This design comes from an exercise in tuning for small area and a short achievable clock period on the open sky130 flow, not from production work. The RTL was checked by simulation tests, not by an equivalence proof against the original design. Power figures rest on the tool's default switching activity, not on a simulated workload.

Setup of lane 3:
## BuzzerSubsystem
module BuzzerSubsystem (
    input  logic                        clk,
    input  logic                        RSTn,
    input  logic                        hostCyc,
    input  logic                        hostStb,
    input  logic                        hostWe,
    input  logic [10-1:0]  hostAdr,
    input  logic [32-1:0]      hostDatW,
    output logic [32-1:0]      hostDatR,
    output logic                        hostAck,
    output logic                        pwm
);
Settings: LEC_CHECK=0, CAP_MARGIN=20, CORE_MARGIN=2, CORE_UTILIZATION=60, CTS_CLUSTER_DIAMETER=90, CTS_CLUSTER_SIZE=24, GPL_TIMING_DRIVEN=1, SLEW_MARGIN=20, SYNTH_MEMORY_MAX_BITS=16384; clock period 10.0 ns.
standard.sh (not shown) runs the stock make flow with config.mk's settings and CLKGATE_MAP_FILE= SYNTH_SCRIPT=/design/flow/synth_recipe.tcl, a recipe that flattens the netlist after the stock synthesis.
==> flow/flow/run.sh <==
#!/bin/bash
set -uo pipefail
bash standard.sh synth > synth.log 2>&1 || { tail -20 synth.log; exit 1; }
bash standard.sh SETUP_SLACK_MARGIN=6.2 finish > layout.log 2>&1 || { tail -20 layout.log; exit 1; }
test -f out/final.def
The flow did not stop early for lane 3: all stages ran, and the layout cleared the timing, design-rule and antenna checks.
### lane 3 -> lane 5
Settings: CTS_CLUSTER_DIAMETER now 100, was 90; CORE_UTILIZATION now 55, was 60; CTS_CLUSTER_SIZE now 30, was 24.
==> flow/flow/run.sh <==
#!/bin/bash
set -uo pipefail
bash standard.sh synth > synth.log 2>&1 || { tail -20 synth.log; exit 1; }
bash standard.sh SETUP_SLACK_MARGIN=6.0 finish > layout.log 2>&1 || { tail -20 layout.log; exit 1; }
test -f out/final.def
==> run summary <==
- The achievable frequency number comes out lower for lane 3 vs lane 5.
- For lane 5, the critical path startpoint was hostAdr[1], unlike lane 3, where it was hostAdr[2].
- Combinational share of power in lane 5 vs lane 3: up 0.2 points
- Lane 3 was larger in final cell area than lane 5.
- Delta (lane 5 minus lane 3): synthesized cell count closely matched the old numbers; relative max-transition margin decreased by 16 points relative to the old numbers; cell count of the worst reg-to-reg path decreased by 1 relative to the old numbers.

* * *

before:
Another version of the RTL of BuzzerSubsystem (not shown whole).
Size: ~2300 flip-flops, roughly 81 I/O pins.
==> flow/config.mk <==
export PLATFORM = sky130hd
export DESIGN_NAME = BuzzerSubsystem
export DESIGN_NICKNAME = BuzzerSubsystem
export VERILOG_FILES = /design/flow/design.v
export SDC_FILE = /design/flow/constraint.sdc
export NUM_CORES = 4
export LEC_CHECK = 0
export CAP_MARGIN = 20
export CORE_MARGIN = 2
export CORE_UTILIZATION = 60
export CTS_CLUSTER_DIAMETER = 90
export CTS_CLUSTER_SIZE = 24
export GPL_TIMING_DRIVEN = 1
export SLEW_MARGIN = 20
export SYNTH_MEMORY_MAX_BITS = 16384
==> flow/constraint.sdc <==
create_clock -name core_clock -period 10.0 [get_ports {clk}]
set_input_delay 2.0000 -clock core_clock [delete_from_list [all_inputs] [get_ports {clk}]]
set_output_delay 2.0000 -clock core_clock [all_outputs]
set_load 0.01 [all_outputs]
==> flow/flow/run.sh <==
#!/bin/bash
set -uo pipefail
bash standard.sh synth > synth.log 2>&1 || { tail -20 synth.log; exit 1; }
bash standard.sh SETUP_SLACK_MARGIN=6.3 finish > layout.log 2>&1 || { tail -20 layout.log; exit 1; }
test -f out/final.def
before completed end to end with timing, DRC and antenna clean.
Input-level comparison between after and before:
-- flow/flow/run.sh --
<<< before, line 4
bash standard.sh SETUP_SLACK_MARGIN=6.3 finish > layout.log 2>&1 || { tail -20 layout.log; exit 1; }
>>> after, line 4
bash standard.sh SETUP_SLACK_MARGIN=6.45 finish > layout.log 2>&1 || { tail -20 layout.log; exit 1; }
==> comparison <==
On sequential cell area, before and after are neck and neck. Switching share of power: before vs after, no meaningful difference. after has more setup slack than before. Per the comparison of after with before, final critical-path required period went down 32 ps, total routed wire length on the met1 layer held. before → after: count of vias placed by the detailed router shows an increase of 247; count of buffers not belonging to the clock network in the layout rose by about 23%. Delta (after minus before): power climbed 130 uW; source-to-sink clock delay at the later pin of the worst-skew pair barely changed; detailed-routed wire length on met3 climbed 2.0%.

[re-timing with driven ports]
The results above use ideal ports. As a check the final layouts listed here were re-extracted and re-timed, cells and wires unchanged.
Step 1: set_driving_cell puts a clkbuf_16 on clk and a buf_2 on each other input, an assumption about the parent block.
Step 2 times the ports against the registers' clock, not the clock port: input delays grow and output delays shrink by t, the midpoint of the rising clock arrivals with the driver on.
Slacks: ideal / step 1 / step 2; pairs: ideal / step 1.
| run | t, ns | setup WS [ns] | worst data-port slew with drivers (ns) |
|---|---|---|---|
| lane 3 | 0.845 | 5.907 / 5.970 / 5.124 | 0.07 |
| lane 5 | 0.832 | 5.950 / 5.900 / 5.184 | 0.08 |
| before | 0.845 | 6.226 / 6.149 / 5.394 | 0.18 |
| after | 0.859 | 6.258 / 6.165 / 5.517 | 0.20 |
After both steps every run listed still meets setup and hold. For before, which loses most, drivers alone change the setup slack by -0.077 ns; drivers and shift together by -0.832 ns.
